Background: an optimization exercise with open tools, aiming at small area. Do not read the settings as production practice. In this exercise RTL edits were held to simulation tests only and were not proved equivalent to the original. Power is estimated from default activity; no workload was simulated.

==> flow/design.v <==
package reg_file_sb_pkg;
  localparam int   XLEN_DEF     = 32;
  localparam int   NREG_DEF     = 32;
  localparam int   ZERO_REG     = 0;
  localparam logic RESET_ACTIVE = 1'b1;
  typedef enum logic [1:0] {
    CNT_HOLD,
    CNT_INC,
    CNT_DEC
  } cntOpT;
  function automatic int addrWidth(input int n);
    addrWidth = (n <= 2) ? 1 : $clog2(n);
  endfunction
endpackage
module rf_dec
#(
  parameter int AW       = 5,
  parameter int N        = 32,
  parameter bit USE_EN   = 1'b1,
  parameter bit USE_ALL  = 1'b1,
  parameter bit USE_NONE = 1'b1,
  parameter bit USE_MASK = 1'b0,
  parameter bit INV      = 1'b0
)(
  input  logic          en,
  input  logic          all,
  input  logic          none,
  input  logic [AW-1:0] a,
  input  logic [N-1:0]  maskN,
  output logic [N-1:0]  y
);
  localparam int LW = (AW + 1) / 2;
  localparam int HW = AW - LW;
  logic [(1<<LW)-1:0] lo;
  logic [(1<<HW)-1:0] hi;
  logic               fAll;
  logic               fOn;
  assign fAll = USE_ALL && all;
  assign fOn  = (!USE_EN || en) && !(USE_NONE && none);
  always_comb begin
    for (int i = 0; i < (1<<LW); i++) lo[i] = fAll | (a[LW-1:0] == LW'(i));
    for (int i = 0; i < (1<<HW); i++) hi[i] = fAll | (fOn & (a[AW-1:LW] == HW'(i)));
  end
  assign y[0] = INV;
  for (genvar r = 1; r < N; r++) begin : gRow
    if (INV) begin : gInv
      rf_nand2 u (.a(hi[r >> LW]), .b(lo[r & ((1<<LW)-1)]), .y(y[r]));
    end else if (USE_MASK) begin : gMask
      rf_and3 u (.a(hi[r >> LW]), .b(lo[r & ((1<<LW)-1)]), .c(maskN[r]), .y(y[r]));
    end else begin : gPlain
      rf_and2 u (.a(hi[r >> LW]), .b(lo[r & ((1<<LW)-1)]), .y(y[r]));
    end
  end
endmodule
module rf_and2 (
  input  logic a,
  input  logic b,
  output logic y
);
  assign y = a & b;
endmodule
module rf_and3 (
  input  logic a,
  input  logic b,
  input  logic c,
  output logic y
);
  assign y = a & b & c;
endmodule
module rf_nand2 (
  input  logic a,
  input  logic b,
  output logic y
);
  assign y = ~(a & b);
endmodule
module rf_aoi3 (
  input  logic [2:0] d,
  input  logic [2:0] s,
  output logic       y
);
  assign y = ~|(d & s);
endmodule
module rf_nand4 (
  input  logic [3:0] a,
  output logic       y
);
  assign y = ~&a;
endmodule
module rf_or3 (
  input  logic [2:0] a,
  output logic       y
);
  assign y = |a;
endmodule
module rf_rdbit
#(
  parameter int N = 32
)(
  input  logic [N-1:0] d,
  input  logic [N-1:0] s,
  output logic         y
);
  logic [11:0] n;
  logic [2:0]  m;
  for (genvar g = 0; g < 10; g++) begin : gGrp
    rf_aoi3 u (.d(d[3*g +: 3]), .s(s[3*g +: 3]), .y(n[g]));
  end
  rf_nand2 u30 (.a(d[30]), .b(s[30]), .y(n[10]));
  rf_nand2 u31 (.a(d[31]), .b(s[31]), .y(n[11]));
  rf_nand4 c0 (.a(n[3:0]),  .y(m[0]));
  rf_nand4 c1 (.a(n[7:4]),  .y(m[1]));
  rf_nand4 c2 (.a(n[11:8]), .y(m[2]));
  rf_or3   c3 (.a(m),       .y(y));
endmodule
module reg_file_sb
#(
  parameter int XLEN     = reg_file_sb_pkg::XLEN_DEF,
  parameter int NREG     = reg_file_sb_pkg::NREG_DEF,
  parameter int NRD      = 2,
  parameter int PORT_REG = 31,
  parameter int PORT_W   = 16,
  localparam int AW      = reg_file_sb_pkg::addrWidth(NREG)
)(
  input  logic                clkIn,
  input  logic                resetIn,
  input  logic [NRD*AW-1:0]   rsIn,
  output logic [NRD*XLEN-1:0] DataOut,
  input  logic [AW-1:0]       rdIn,
  input  logic [XLEN-1:0]     DataIn,
  input  logic                WriteIn,
  input  logic                issueIn,
  input  logic [AW-1:0]       issueRdIn,
  output logic [NRD-1:0]      busyOut,
  output logic                stallOut,
  output logic [AW:0]         pendOut,
  output logic [PORT_W-1:0]   portOut
);
  logic            rst;
  logic            rstN;
  logic [NREG-1:0] wen;      
  logic [NREG-1:0] wrDecN;   
  logic [NREG-1:0] isDec;    
  logic [XLEN-1:0] wData;
  logic [XLEN-1:0] regs [1:NREG-1];
  logic [NREG-1:1] busyR;
  logic [NREG-1:0] busy;     
  logic [AW-1:0]   pendCount;
  logic            busyIs;   
  logic            busyWr;   
  logic            sameRow;
  logic            incPend;
  logic            decPend;
  assign rst = (resetIn == reg_file_sb_pkg::RESET_ACTIVE);
  rf_dec #(.AW(AW), .N(NREG), .USE_NONE(1'b0)) wrDecode (
    .en (WriteIn), .all (rst), .none (1'b0), .a (rdIn), .maskN ({NREG{1'b1}}), .y (wen)
  );
  rf_dec #(.AW(AW), .N(NREG), .USE_ALL(1'b0), .USE_NONE(1'b0),
           .INV(1'b1)) wrDecodeR (
    .en (WriteIn), .all (1'b0), .none (1'b0), .a (rdIn), .maskN ({NREG{1'b1}}), .y (wrDecN)
  );
  rf_dec #(.AW(AW), .N(NREG), .USE_ALL(1'b0)) isDecode (
    .en (issueIn), .all (1'b0), .none (rst), .a (issueRdIn), .maskN ({NREG{1'b1}}), .y (isDec)
  );
  assign rstN = ~rst;
  for (genvar b = 0; b < XLEN; b++) begin : gWData
    rf_and2 u (.a(DataIn[b]), .b(rstN), .y(wData[b]));
  end
  for (genvar r = 1; r < NREG; r++) begin : gRow
    always_ff @(posedge clkIn) begin
      if (wen[r]) regs[r] <= wData;
    end
  end
  for (genvar r = 1; r < NREG; r++) begin : gBusy
    always_ff @(posedge clkIn) begin
      busyR[r] <= isDec[r] | (busyR[r] & ~wen[r]);
    end
  end
  assign busy = {busyR, 1'b0};
  rf_rdbit #(.N(NREG)) busyIsRd (.d(busy), .s(isDec), .y(busyIs));
  rf_rdbit #(.N(NREG)) busyWrRd (.d(busy), .s(wen),   .y(busyWr));
  assign sameRow = issueIn && (issueRdIn == rdIn);
  assign incPend = |isDec && !busyIs;
  assign decPend = busyWr && !sameRow;
  always_ff @(posedge clkIn) begin
    if (rst)                      pendCount <= '0;
    else if (incPend && !decPend) pendCount <= pendCount + AW'(1);
    else if (decPend && !incPend) pendCount <= pendCount - AW'(1);
  end
  assign pendOut = {1'b0, pendCount};
  for (genvar p = 0; p < NRD; p++) begin : gRead
    logic [AW-1:0]   rs;
    logic            byp;
    logic [NREG-1:0] sel;
    assign rs  = rsIn[p*AW +: AW];
    assign byp = WriteIn && (rdIn == rs) && (rs != '0);
    rf_dec #(.AW(AW), .N(NREG), .USE_EN(1'b0), .USE_ALL(1'b0), .USE_NONE(1'b0),
             .USE_MASK(1'b1)) rdDecode (
      .en (1'b1), .all (1'b0), .none (1'b0), .a (rs), .maskN (wrDecN), .y (sel)
    );
    for (genvar b = 0; b < XLEN; b++) begin : gBit
      logic [NREG-1:0] col;
      assign col[0] = DataIn[b];
      for (genvar r = 1; r < NREG; r++) begin : gCol
        assign col[r] = regs[r][b];
      end
      rf_rdbit #(.N(NREG)) rd (
        .d (col), .s ({sel[NREG-1:1], byp}), .y (DataOut[p*XLEN + b])
      );
    end
    rf_rdbit #(.N(NREG)) rdBusy (.d(busy), .s(sel), .y(busyOut[p]));
  end
  assign stallOut = |busyOut;
  assign portOut = regs[PORT_REG][PORT_W-1:0];
endmodule
clock: 6.0 ns
lec_check: 0
cap_margin: 20
core_margin: 2
core_utilization: 50
cts_cluster_diameter: 150
cts_cluster_size: 24
setup_slack_margin: 0.1
slew_margin: 20
synth_hierarchical: 1
synth_minimum_keep_size: 0
buffer_ports_args: -buffer_cell sky130_fd_sc_hd__buf_1
standard.sh (not shown) runs the stock make flow with config.mk's settings and CLKGATE_MAP_FILE= SYNTH_SCRIPT=/design/flow/synth_recipe.tcl, a recipe that flattens the netlist after the stock synthesis.
==> flow/flow/run.sh <==
#!/bin/bash
# Own layout flow: the standard ORFS flow (standard.sh, unchanged
# synthesis) with one setting added to config.mk: port buffers use the
# small sky130_fd_sc_hd__buf_1 instead of the delay cell buffer_ports picks
# by default. Every port still gets a buffer, and the resizer may still
# upsize it. The make run's full output goes to flow_standard.log here.
set -euo pipefail
cat >> config.mk <<'MK'
export BUFFER_PORTS_ARGS = -buffer_cell sky130_fd_sc_hd__buf_1
MK
bash standard.sh finish > flow_standard.log 2>&1
==> next run, changes <==
--- a/flow/design.v
+++ b/flow/design.v
@@ -16,59 +16,56 @@
 #(
   parameter int AW       = 5,
   parameter int N        = 32,
   parameter bit USE_EN   = 1'b1,
   parameter bit USE_ALL  = 1'b1,
   parameter bit USE_NONE = 1'b1,
-  parameter bit USE_MASK = 1'b0,
-  parameter bit INV      = 1'b0
+  parameter bit USE_MASK = 1'b0
 )(
   input  logic          en,
   input  logic          all,
   input  logic          none,
   input  logic [AW-1:0] a,
-  input  logic [N-1:0]  maskN,
+  input  logic [N-1:0]  mask,
   output logic [N-1:0]  y
 );
   localparam int LW = (AW + 1) / 2;
   localparam int HW = AW - LW;
-  logic [(1<<LW)-1:0] lo;
-  logic [(1<<HW)-1:0] hi;
+  logic [(1<<LW)-1:0] loN;
+  logic [(1<<HW)-1:0] hiN;
   logic               fAll;
   logic               fOn;
   assign fAll = USE_ALL && all;
   assign fOn  = (!USE_EN || en) && !(USE_NONE && none);
   always_comb begin
-    for (int i = 0; i < (1<<LW); i++) lo[i] = fAll | (a[LW-1:0] == LW'(i));
-    for (int i = 0; i < (1<<HW); i++) hi[i] = fAll | (fOn & (a[AW-1:LW] == HW'(i)));
-  end
-  assign y[0] = INV;
+    for (int i = 0; i < (1<<LW); i++) loN[i] = ~(fAll | (a[LW-1:0] == LW'(i)));
+    for (int i = 0; i < (1<<HW); i++) hiN[i] = ~(fAll | (fOn & (a[AW-1:LW] == HW'(i))));
+  end
+  assign y[0] = 1'b0;
   for (genvar r = 1; r < N; r++) begin : gRow
-    if (INV) begin : gInv
-      rf_nand2 u (.a(hi[r >> LW]), .b(lo[r & ((1<<LW)-1)]), .y(y[r]));
-    end else if (USE_MASK) begin : gMask
-      rf_and3 u (.a(hi[r >> LW]), .b(lo[r & ((1<<LW)-1)]), .c(maskN[r]), .y(y[r]));
+    if (USE_MASK) begin : gMask
+      rf_nor3 u (.a(hiN[r >> LW]), .b(loN[r & ((1<<LW)-1)]), .c(mask[r]), .y(y[r]));
     end else begin : gPlain
-      rf_and2 u (.a(hi[r >> LW]), .b(lo[r & ((1<<LW)-1)]), .y(y[r]));
-    end
-  end
-endmodule
-module rf_and2 (
+      rf_nor2 u (.a(hiN[r >> LW]), .b(loN[r & ((1<<LW)-1)]), .y(y[r]));
+    end
+  end
+endmodule
+module rf_nor2 (
   input  logic a,
   input  logic b,
   output logic y
 );
-  assign y = a & b;
-endmodule
-module rf_and3 (
+  assign y = ~(a | b);
+endmodule
+module rf_nor3 (
   input  logic a,
   input  logic b,
   input  logic c,
   output logic y
 );
-  assign y = a & b & c;
+  assign y = ~(a | b | c);
 endmodule
 module rf_nand2 (
   input  logic a,
   input  logic b,
   output logic y
 );
@@ -134,15 +131,14 @@
   output logic [NRD-1:0]      busyOut,
   output logic                stallOut,
   output logic [AW:0]         pendOut,
   output logic [PORT_W-1:0]   portOut
 );
   logic            rst;
-  logic            rstN;
   logic [NREG-1:0] wen;      
-  logic [NREG-1:0] wrDecN;   
+  logic [NREG-1:0] wrDec;    
   logic [NREG-1:0] isDec;    
   logic [XLEN-1:0] wData;
   logic [XLEN-1:0] regs [1:NREG-1];
   logic [NREG-1:1] busyR;
   logic [NREG-1:0] busy;     
   logic [AW-1:0]   pendCount;
@@ -150,25 +146,21 @@
   logic            busyWr;   
   logic            sameRow;
   logic            incPend;
   logic            decPend;
   assign rst = (resetIn == reg_file_sb_pkg::RESET_ACTIVE);
   rf_dec #(.AW(AW), .N(NREG), .USE_NONE(1'b0)) wrDecode (
-    .en (WriteIn), .all (rst), .none (1'b0), .a (rdIn), .maskN ({NREG{1'b1}}), .y (wen)
+    .en (WriteIn), .all (rst), .none (1'b0), .a (rdIn), .mask ({NREG{1'b0}}), .y (wen)
   );
-  rf_dec #(.AW(AW), .N(NREG), .USE_ALL(1'b0), .USE_NONE(1'b0),
-           .INV(1'b1)) wrDecodeR (
-    .en (WriteIn), .all (1'b0), .none (1'b0), .a (rdIn), .maskN ({NREG{1'b1}}), .y (wrDecN)
+  rf_dec #(.AW(AW), .N(NREG), .USE_ALL(1'b0), .USE_NONE(1'b0)) wrDecodeR (
+    .en (WriteIn), .all (1'b0), .none (1'b0), .a (rdIn), .mask ({NREG{1'b0}}), .y (wrDec)
   );
   rf_dec #(.AW(AW), .N(NREG), .USE_ALL(1'b0)) isDecode (
-    .en (issueIn), .all (1'b0), .none (rst), .a (issueRdIn), .maskN ({NREG{1'b1}}), .y (isDec)
+    .en (issueIn), .all (1'b0), .none (rst), .a (issueRdIn), .mask ({NREG{1'b0}}), .y (isDec)
   );
-  assign rstN = ~rst;
-  for (genvar b = 0; b < XLEN; b++) begin : gWData
-    rf_and2 u (.a(DataIn[b]), .b(rstN), .y(wData[b]));
-  end
+  assign wData = rst ? '0 : DataIn;
   for (genvar r = 1; r < NREG; r++) begin : gRow
     always_ff @(posedge clkIn) begin
       if (wen[r]) regs[r] <= wData;
     end
   end
   for (genvar r = 1; r < NREG; r++) begin : gBusy
@@ -193,13 +185,13 @@
     logic            byp;
     logic [NREG-1:0] sel;
     assign rs  = rsIn[p*AW +: AW];
     assign byp = WriteIn && (rdIn == rs) && (rs != '0);
     rf_dec #(.AW(AW), .N(NREG), .USE_EN(1'b0), .USE_ALL(1'b0), .USE_NONE(1'b0),
              .USE_MASK(1'b1)) rdDecode (
-      .en (1'b1), .all (1'b0), .none (1'b0), .a (rs), .maskN (wrDecN), .y (sel)
+      .en (1'b1), .all (1'b0), .none (1'b0), .a (rs), .mask (wrDec), .y (sel)
     );
     for (genvar b = 0; b < XLEN; b++) begin : gBit
       logic [NREG-1:0] col;
       assign col[0] = DataIn[b];
       for (genvar r = 1; r < NREG; r++) begin : gCol
         assign col[r] = regs[r][b];
After rerunning: The new run completed with no timing, DRC or antenna violations; clock-buffer cell count shrinks by 16; die area barely changes; worst hold slack improved by 0.011 ns; synthesized cell count hardly moves; setup slack improved by 0.082 ns; wire length grows by 1.6%; total power shrinks by 0.34%; area after synthesis barely changes; utilization grows by 1.6 points.

## static timing again, ports no longer ideal
Ports are ideal in the flow. The routed layouts listed here were re-timed in OpenROAD. Step 1 sets driving cells, clkbuf_16 on the clock port and buf_2 on the other inputs (assumed; they add their load-dependent delay and slew). Step 2, shift: input delay + t, output delay - t, t = (earliest + latest rising clock arrival at the registers) / 2. This alone moves slack from input paths to output paths. Slacks: ideal / step 1 / step 2; pairs: ideal / step 1.
run | t (ns) | setup WS [ns] | latest minus earliest clock arrival (ns) | worst data-port slew with drivers (ns) | pins driven straight from the clock port
the first run | 0.712 | 0.152 / 0.133 / 0.133 | 0.033 / 0.034 | 0.05 | 1
the second run | 0.718 | 0.234 / 0.201 / 0.201 | 0.023 / 0.022 | 0.22 | 1
After both steps setup and hold are still met in every run listed. The setup slack of the second run, which loses most, moves by -0.033 ns with the drivers and by -0.033 ns with both steps.
